What follows belongs to an exercise in optimizing a design on an open flow for a short achievable clock period, few clock cycles and low power; a production flow would make more cautious choices. RTL that was checked went through simulation tests only; none was proved equivalent to the original. Power and IR drop assume default switching activity.

## wip/cedar
## core_top
module core_top #(
    parameter logic [cpu_pkg::PADDR_W-1:0] CODE_BASE   = '0,
    parameter logic [cpu_pkg::PADDR_W-1:0] DATA_BASE   = 20'h01000,
    parameter logic [cpu_pkg::PADDR_W-1:0] STACK_BASE  = 20'h02000,
    parameter logic [cpu_pkg::WORD_W-1:0]  SP_INIT     = 16'h0100,
    parameter int                          QUEUE_DEPTH = 4
) (
    input  logic                        clk,
    input  logic                        rst,
    output logic [cpu_pkg::PADDR_W-1:0] rom_addr,
    input  logic [cpu_pkg::BYTE_W-1:0]  rom_data,
    output logic                        mem_en,
    output logic                        mem_we,
    output logic [cpu_pkg::PADDR_W-1:0] mem_addr,
    output logic [cpu_pkg::WORD_W-1:0]  mem_wdata,
    input  logic [cpu_pkg::WORD_W-1:0]  mem_rdata,
    output logic                        halted
);
    localparam int PC_W = 12;
    localparam int MA_W = 17;
    localparam logic [2:0] S_OP    = 3'd0;
    localparam logic [2:0] S_MODRM = 3'd1;
    localparam logic [2:0] S_D1    = 3'd2;
    localparam logic [2:0] S_D2    = 3'd3;
  ...
For scale: ~1500 cells after synthesis, ~230 flip-flops, roughly 14000 sq um of cells after synthesis.
==> flow/config.mk <==
export PLATFORM = sky130hd
export DESIGN_NAME = core_top
export DESIGN_NICKNAME = core_top
export VERILOG_FILES = /design/flow/design.v
export SDC_FILE = /design/flow/constraint.sdc
export NUM_CORES = 4
export LEC_CHECK = 0
export CAP_MARGIN = 20
export CORE_MARGIN = 2
export CORE_UTILIZATION = 40
export CTS_BUF_LIST = sky130_fd_sc_hd__clkbuf_8
export SETUP_SLACK_MARGIN = 5
export SLEW_MARGIN = 20
==> flow/constraint.sdc <==
create_clock -name core_clock -period 8.0 [get_ports {clk}]
set_input_delay 1.6000 -clock core_clock [delete_from_list [all_inputs] [get_ports {clk}]]
set_output_delay 1.6000 -clock core_clock [all_outputs]
set_load 0.01 [all_outputs]
run.sh (not shown) runs the stock make flow with config.mk's settings and CLKGATE_MAP_FILE= SYNTH_SCRIPT=/design/flow/synth_recipe.tcl, a recipe that flattens the netlist after the stock synthesis.
Looking at the reports, wip/cedar completed the entire flow and the layout it produced met the timing, design-rule and antenna checks.
Input changes introduced in wip/violet (baseline for comparison: wip/cedar):
Settings: removing CTS_BUF_LIST (formerly sky130_fd_sc_hd__clkbuf_8).
==> comparison <==
As of wip/violet, cell count had fallen slightly compared to wip/cedar.
When wip/violet is set beside wip/cedar, its wire length turns out to be about 2.8% smaller.
[compare] base=wip/cedar new=wip/violet: area added between synthesis and finish dropped 0.30 points; clock network area share moved down.
Changes observed in wip/violet relative to wip/cedar: internal power component went up 37 uW, achievable clock frequency increased by 0.39% relative to the old numbers.
Between wip/violet and wip/cedar, the difference in design area is negligible.
In wip/violet, the clock-buffer cell count came out 38% below the value in wip/cedar.
Function was not checked in any run of this note: the RTL went through the layout flow alone.

---

job 3794:
Another version of the RTL of core_top (not shown whole).
Size: ~85 I/O pins, ~0.015 mm2 of cells after synthesis.
export LEC_CHECK = 0
export CAP_MARGIN = 20
export CORE_MARGIN = 2
export CORE_UTILIZATION = 75
export PLACE_DENSITY = 0.85
export SETUP_SLACK_MARGIN = 5
export SLEW_MARGIN = 20
create_clock -name core_clock -period 8.0 [get_ports {clk}]
standard.sh (not shown) runs the stock make flow with config.mk's settings and CLKGATE_MAP_FILE= SYNTH_SCRIPT=/design/flow/synth_recipe.tcl, a recipe that flattens the netlist after the stock synthesis.
==> flow/flow/run.sh <==
#!/bin/bash
# Layout flow: the standard flow (standard.sh), with these changes after
# synthesis, which is run unchanged:
#  - the resizer may swap a cell for one of another footprint
#    (MATCH_CELL_FOOTPRINT=0; the platform sets 1), so repair_timing can
#    upsize gates and buffers;
#  - the port buffers that global placement inserts are buf_4 cells rather
#    than the resizer's default (a delay buffer);
#  - clock tree synthesis clusters up to 24 flip-flops within 90 um per leaf
#    buffer and adds no dummy loads.
# Each step's full output goes to a log file in the work folder; ORFS's own
# per-step logs are under orfs/logs.
set -euo pipefail
bash standard.sh synth > flow_synth.log 2>&1
bash standard.sh MATCH_CELL_FOOTPRINT=0 \
    "BUFFER_PORTS_ARGS=-buffer_cell sky130_fd_sc_hd__buf_4" \
    "CTS_ARGS=-sink_clustering_enable -repair_clock_nets -sink_clustering_size 24 -sink_clustering_max_diameter 90 -dont_use_dummy_load" \
    finish > flow_layout.log 2>&1
Job 3794 completed; timing, DRC and antenna clean
Testbench counts of job 3794, summed over its fixed seeds: cycles 31,386.
> inputs changed (job 3794 -> job 7055)
- PLACE_DENSITY: 0.85 -> 0.75
- CORE_UTILIZATION: 75 -> 65
- GPL_TIMING_DRIVEN: unset -> 1
==> notes.md <==
The final layout from job 7055, which completed every stage, passed the timing, design-rule and antenna checks at the end of the flow. Going from job 3794 to job 7055, clock slew at the register clock pins of the worst setup and hold paths about even, total iterations of the first detailed-routing run fell 2. Lower critical path data required time was reported by job 7055, not job 3794. Minimum clock period: job 7055 vs job 3794 down 0.13 ns. Job 7055 ended with less proportion of final cell area spent on non-clock buffers than job 3794. When job 7055 is measured against job 3794, its combinational power share turns out 0.4 points lower.
What job 4419 does differently from job 7055 at the input level:
- GPL_TIMING_DRIVEN: 1 -> unset
## What came out
On register-to-register slack, job 4419 and job 7055 are neck and neck.
Any difference in buffer count excluding the clock tree in the final layout between job 7055 and job 4419 is small enough to ignore.
From job 7055 to job 4419 the numbers moved as follows: post-detailed-route via-to-cell ratio flat, post-layout instance count excluding filler cells flat, power flat, number of stages on the worst hold path flat.
Comparing job 7055 against job 4419, there is no change at all in die area.
Between job 7055 and job 4419, the power share of the clock group figures differ only marginally.
Re share of the core filled with cells in the final layout: no difference whatsoever between job 4419 and job 7055.

---

core_top, a different RTL version from the one above (not shown whole).
Size: ~200 flip-flops.
export LEC_CHECK = 0
export CAP_MARGIN = 20
export CORE_MARGIN = 2
export CORE_UTILIZATION = 55
export PLACE_DENSITY = 0.65
export SETUP_SLACK_MARGIN = 5
export SLEW_MARGIN = 20
create_clock -name core_clock -period 8.0 [get_ports {clk}]
Scripts as last shown in full above: flow/flow/run.sh
Testbench counts at the start, summed over its fixed seeds: cycles 31,386.
==> next run, changes <==
--- a/flow/config.mk
+++ b/flow/config.mk
@@ -10,2 +10,2 @@
-export CORE_UTILIZATION = 55
-export PLACE_DENSITY = 0.65
+export CORE_UTILIZATION = 65
+export PLACE_DENSITY = 0.9
The changed run finished but failed the layout checks on capacitance limit.
Clock-buffer cell count drops by 2.
Design area increases by 0.79%.
Register-to-register slack degrades by 0.41 ns.
Combinational power rose by about 6%.
First-iteration DRC count grows by 63%.
Wire length rises by 5.5%.
==> next run, changes <==
--- a/flow/config.mk
+++ b/flow/config.mk
@@ -11 +11 @@
-export PLACE_DENSITY = 0.9
+export PLACE_DENSITY = 0.75
This time the run ran to the end with no violations.
Sequential cell count does not change.
Synthesized area does not change.
Setup slack improved by 0.39 ns.
Register-to-register slack improved by 0.39 ns.
Final area falls by about 1.7%.
Wire length falls by about 8%.
Total power falls by about 2.2%.
Count of clock-buffer cells in the layout falls by 1.
Clock skew barely changes.
First-iteration DRC count falls by about 32%.

---

The RTL this note starts from:
==> flow/design.v <==
package cpu_pkg;
    parameter int WORD_W    = 16;
    parameter int BYTE_W    = 8;
    parameter int PADDR_W   = 20;
    parameter int REG_IDX_W = 3;
endpackage
`timescale 1ns/100ps
import cpu_pkg::*;
module core_top #(
    parameter logic [cpu_pkg::PADDR_W-1:0] CODE_BASE   = '0,
    parameter logic [cpu_pkg::PADDR_W-1:0] DATA_BASE   = 20'h01000,
    parameter logic [cpu_pkg::PADDR_W-1:0] STACK_BASE  = 20'h02000,
    parameter logic [cpu_pkg::WORD_W-1:0]  SP_INIT     = 16'h0100,
    parameter int                          QUEUE_DEPTH = 4
) (
    input  logic                        clk,
    input  logic                        rst,
    output logic [cpu_pkg::PADDR_W-1:0] rom_addr,
    input  logic [cpu_pkg::BYTE_W-1:0]  rom_data,
    output logic                        mem_en,
    output logic                        mem_we,
    output logic [cpu_pkg::PADDR_W-1:0] mem_addr,
    output logic [cpu_pkg::WORD_W-1:0]  mem_wdata,
    input  logic [cpu_pkg::WORD_W-1:0]  mem_rdata,
    output logic                        halted
);
    localparam int PC_W = 12;
    localparam logic [2:0] S_OP    = 3'd0;
    localparam logic [2:0] S_MODRM = 3'd1;
    localparam logic [2:0] S_D1    = 3'd2;
    localparam logic [2:0] S_D2    = 3'd3;
    localparam logic [2:0] S_HALT  = 3'd4;
    localparam logic [2:0] K_IMM  = 3'd1;
    localparam logic [2:0] K_RR   = 3'd2;
    localparam logic [2:0] K_LD   = 3'd3;
    localparam logic [2:0] K_ST   = 3'd4;
    localparam logic [2:0] K_PUSH = 3'd5;
    localparam logic [2:0] K_POP  = 3'd6;
    logic [PC_W-1:0]    pc;
    logic [2:0]         st;
    logic               f_two;      
    logic               f_sext;     
    logic               f_opd;      
    logic               f_opw;      
    logic               x_valid;
    logic [2:0]         x_kind;
    logic               x_w;
    logic [2:0]         x_dst;
    logic [2:0]         x_src;
    logic [4:0]         x_use;      
    logic [WORD_W-1:0]  x_data;     
    logic               m_en;
    logic               m_we;
    logic               m_stack;
    logic [WORD_W-1:0]  m_a;
    logic [WORD_W-1:0]  m_wd;
    logic               ld1_v;
    logic [2:0]         ld1_dst;
    logic               ld2_v;
    logic [2:0]         ld2_dst;
    logic [WORD_W-1:0]  regs [8];
    logic               is_imm, is_rr, is_ld, is_st, is_push, is_pop, is_mem;
    logic [2:0]         src_p;
    logic [2:0]         dst_p;
    logic [7:0]         touch;
    logic [7:0]         pend;
    logic               stall;
    logic               go;
    logic               fen;
    logic [WORD_W-1:0]  rv;
    logic [BYTE_W-1:0]  rb;
    logic [WORD_W-1:0]  xv;
    logic [WORD_W-1:0]  wbus;
    logic [WORD_W-1:0]  base_b;
    logic [WORD_W-1:0]  base_i;
    logic [WORD_W-1:0]  ea;
    logic               xw;
    assign is_imm  = (x_kind == K_IMM);
    assign is_rr   = (x_kind == K_RR);
    assign is_ld   = (x_kind == K_LD);
    assign is_st   = (x_kind == K_ST);
    assign is_push = (x_kind == K_PUSH);
    assign is_pop  = (x_kind == K_POP);
    assign is_mem  = is_ld | is_st | is_push | is_pop;
    assign src_p = x_w ? x_src : {1'b0, x_src[1:0]};
    assign dst_p = x_w ? x_dst : {1'b0, x_dst[1:0]};
    always_comb begin
        touch = '0;
        if (is_rr || is_st || is_push) touch[src_p] = 1'b1;
        if (is_imm || is_rr)           touch[dst_p] = 1'b1;
        touch[3] = touch[3] | x_use[0];
        touch[5] = touch[5] | x_use[1];
        touch[6] = touch[6] | x_use[2];
        touch[7] = touch[7] | x_use[3];
        touch[4] = touch[4] | x_use[4];
        pend = '0;
        if (ld1_v) pend[ld1_dst] = 1'b1;
        if (ld2_v) pend[ld2_dst] = 1'b1;
    end
    assign stall = x_valid && ((|(touch & pend)) || (ld2_v && (is_imm || is_rr)));
    assign go    = x_valid && !stall;
    assign fen   = !stall;
    assign rv = regs[src_p];
    assign rb = x_src[2] ? rv[15:8] : rv[7:0];
    always_comb begin
        if (is_imm) xv = x_w ? x_data : {x_data[7:0], x_data[7:0]};
        else        xv = x_w ? rv : {rb, rb};
    end
    assign xw   = go && (is_imm || is_rr);
    assign wbus = ld2_v ? mem_rdata : xv;
    assign base_b = ({WORD_W{x_use[0]}} & regs[3]) |
                    ({WORD_W{x_use[1]}} & regs[5]) |
                    ({WORD_W{x_use[4]}} & regs[4]);
    assign base_i = ({WORD_W{x_use[2]}} & regs[6]) |
                    ({WORD_W{x_use[3]}} & regs[7]);
    assign ea     = base_b + base_i + x_data;
    always_ff @(posedge clk) begin
        m_a     <= ea;
        m_we    <= is_st || is_push;
        m_stack <= is_push || is_pop;
        m_wd    <= rv;
    end
    always_ff @(posedge clk or negedge rst) begin
        if (!rst) begin
            m_en  <= 1'b0;
            ld1_v <= 1'b0;
            ld2_v <= 1'b0;
        end else begin
            m_en  <= go && is_mem;
            ld1_v <= go && (is_ld || is_pop);
            ld2_v <= ld1_v;
        end
    end
    always_ff @(posedge clk) begin
        ld1_dst <= x_dst;
        ld2_dst <= ld1_dst;
    end
    always_ff @(posedge clk or negedge rst) begin
        if (!rst) begin
            for (int i = 0; i < 8; i++) begin
                regs[i] <= (i == 4) ? SP_INIT : '0;
            end
        end else begin
            for (int i = 0; i < 8; i++) begin
                if ((ld2_v && ld2_dst == 3'(i)) ||
                    (xw && dst_p == 3'(i) && (x_w || !x_dst[2]))) begin
                    regs[i][7:0] <= wbus[7:0];
                end
                if ((ld2_v && ld2_dst == 3'(i)) ||
                    (xw && dst_p == 3'(i) && (x_w || x_dst[2]))) begin
                    regs[i][15:8] <= wbus[15:8];
                end else if (i == 4 && go && is_push) begin
                    regs[i] <= regs[i] - WORD_W'(2);
                end else if (i == 4 && go && is_pop) begin
                    regs[i] <= regs[i] + WORD_W'(2);
                end
            end
        end
    end
    logic [BYTE_W-1:0]  b;
    logic               done;
    logic [1:0]         skip;
    logic               direct;
    assign b = rom_data;
    assign direct = (b[7:6] == 2'b00) && (b[2:0] == 3'b110);
    always_comb begin
        done = 1'b0;
        skip = 2'd0;
        case (st)
            S_OP:    done = (b[7:4] == 4'h5);
            S_MODRM: begin
                done = (b[7:6] == 2'b11) ||
                       (f_opw && b[7:6] == 2'b00 && b[2:0] != 3'b110);
                if (!f_opw && b[7:6] != 2'b11) begin
                    skip = (b[7:6] == 2'b01) ? 2'd1 :
                           (b[7:6] == 2'b10 || direct) ? 2'd2 : 2'd0;
                end
            end
            S_D1:    done = !f_two;
            S_D2:    done = 1'b1;
            default: done = 1'b0;
        endcase
    end
    always_ff @(posedge clk or negedge rst) begin
        if (!rst) begin
            pc      <= '0;
            st      <= S_OP;
            x_valid <= 1'b0;
            halted  <= 1'b0;
        end else begin
            halted <= (st == S_HALT) ||
                      (fen && st == S_OP && b == 8'hF4 && !(x_valid && is_mem));
            if (fen) begin
                x_valid <= done;
                if (st != S_HALT) begin
                    pc <= pc + PC_W'(skip) + PC_W'(1);
                end
                case (st)
                    S_OP: begin
                        if (b[7:2] == 6'b100010)      st <= S_MODRM;
                        else if (b[7:4] == 4'hB)      st <= S_D1;
                        else if (b == 8'hA1 || b == 8'hA3) st <= S_D1;
                        else if (b == 8'hF4)          st <= S_HALT;
                    end
                    S_MODRM: begin
                        if (!done && skip == 2'd0 && (f_opw || b[7:6] == 2'b11)) st <= S_D1;
                        else                          st <= S_OP;
                    end
                    S_D1: begin
                        st <= f_two ? S_D2 : S_OP;
                    end
                    S_D2: begin
                        st <= S_OP;
                    end
                    default: st <= S_HALT;
                endcase
            end
        end
    end
    always_ff @(posedge clk) begin
        if (fen) begin
            case (st)
                S_OP: begin
                    f_opd  <= b[1];
                    f_opw  <= b[0];
                    f_sext <= 1'b0;
                    x_dst  <= b[2:0];
                    x_src  <= b[2:0];
                    x_w    <= 1'b1;
                    x_use  <= 5'b10000;
                    if (b[7:4] == 4'hB) begin
                        x_kind <= K_IMM;
                        x_w    <= b[3];
                        f_two  <= b[3];
                    end else begin
                        x_kind <= b[1] ? K_ST : K_LD;
                        x_dst  <= 3'd0;
                        x_src  <= 3'd0;
                        f_two  <= 1'b1;
                        x_use  <= 5'b00000;
                    end
                    if (b[7:4] == 4'h5) begin
                        x_kind <= b[3] ? K_POP : K_PUSH;
                        x_dst  <= b[2:0];
                        x_src  <= b[2:0];
                        x_use  <= 5'b10000;
                    end
                    x_data <= b[3] ? 16'h0000 : 16'hFFFE;
                end
                S_MODRM: begin
                    x_w    <= f_opw;
                    f_sext <= (b[7:6] == 2'b01);
                    f_two  <= (b[7:6] != 2'b01);
                    x_data <= '0;
                    if (b[7:6] == 2'b11) begin
                        x_kind <= K_RR;
                        x_dst  <= f_opd ? b[5:3] : b[2:0];
                        x_src  <= f_opd ? b[2:0] : b[5:3];
                    end else begin
                        x_kind <= f_opd ? K_LD : K_ST;
                        x_dst  <= b[5:3];
                        x_src  <= b[5:3];
                    end
                    case (b[2:0])
                        3'd0:    x_use <= 5'b00101;
                        3'd1:    x_use <= 5'b01001;
                        3'd2:    x_use <= 5'b00110;
                        3'd3:    x_use <= 5'b01010;
                        3'd4:    x_use <= 5'b00100;
                        3'd5:    x_use <= 5'b01000;
                        3'd6:    x_use <= direct ? 5'b00000 : 5'b00010;
                        default: x_use <= 5'b00001;
                    endcase
                end
                S_D1: begin
                    x_data[7:0] <= b;
                    if (f_sext) x_data[15:8] <= {BYTE_W{b[7]}};
                end
                S_D2: begin
                    x_data[15:8] <= b;
                end
                default: ;
            endcase
        end
    end
    assign rom_addr  = PADDR_W'(CODE_BASE << 4) + PADDR_W'(pc);
    assign mem_en    = m_en;
    assign mem_we    = m_we;
    assign mem_addr  = (m_stack ? STACK_BASE : DATA_BASE) + PADDR_W'(m_a);
    assign mem_wdata = m_wd;
endmodule
export LEC_CHECK = 0
export CAP_MARGIN = 20
export CORE_MARGIN = 2
export CORE_UTILIZATION = 40
export SLEW_MARGIN = 20
create_clock -name core_clock -period 8.0 [get_ports {clk}]
run.sh (not shown) runs the stock make flow with config.mk's settings and CLKGATE_MAP_FILE= SYNTH_SCRIPT=/design/flow/synth_recipe.tcl, a recipe that flattens the netlist after the stock synthesis.
Stock flow here: none of the scripts above is used.
The starting point went through all stages and came out clean.
Testbench counts at the start, summed over its fixed seeds: cycles 32,000.
Change:
- ABC_CLOCK_PERIOD_IN_PS: default -> 3000
- SETUP_SLACK_MARGIN: default -> 5
Effect: Routed wire length is higher by 12%. Power is higher by about 0.43%. Via count is higher by about 10%. Design area is higher by about 17%. Utilization is higher by 7.9 points. Non-clock buffer count is higher by 114.
Change:
- SETUP_SLACK_MARGIN: 5 -> default
What happened:
- via count went down by a little under a tenth
- sequential power hardly moves
- final area went down by about a fifth
- routed wire length went down by roughly a tenth
- clock skew went up by 7.6 ps
- total power went down slightly
- register-to-register slack got worse by 1600 ps
- non-clock buffer count went down by 114
- synthesized area does not change
- setup slack got worse by 1600 ps
- worst hold slack improved by 25 ps

## afterwards: timing with drivers on the ports
In the flow no input, the clock included, has a driving cell. The finished layouts below were timed again as built, in two steps.
Step 1 assumes that a clkbuf_16 drives the clock port and a buf_2 every other input.
Step 2 times the ports against the registers' clock, not the clock port: input delays grow and output delays shrink by t, the midpoint of the rising clock arrivals with the driver on.
Three values: no drivers, after step 1, after step 2; two values: the first two.
run | t, ns | slack for setup (ns) | worst slew at a driven data input, ns
wip/cedar | 0.615 | 3.943 / 3.943 / 3.943 | 0.05
wip/violet | 0.597 | 3.959 / 3.959 / 3.959 | 0.04
job 3794 | 0.534 | 4.572 / 4.572 / 4.477 | 0.04
job 7055 | 0.532 | 4.707 / 4.707 / 4.450 | 0.04
job 4419 | 0.532 | 4.707 / 4.707 / 4.450 | 0.04
the first run of note 3 | 0.538 | 4.732 / 4.732 / 4.524 | 0.04
the second run of note 3 | 0.532 | 4.326 / 4.326 / 4.326 | 0.04
the third run of note 3 | 0.524 | 4.718 / 4.718 / 4.538 | 0.04
the first run of note 4 | 0.583 | 2.821 / 2.821 / 2.821 | 0.05
the second run of note 4 | 0.582 | 4.399 / 4.399 / 4.396 | 0.04
the third run of note 4 | 0.583 | 2.821 / 2.821 / 2.821 | 0.05
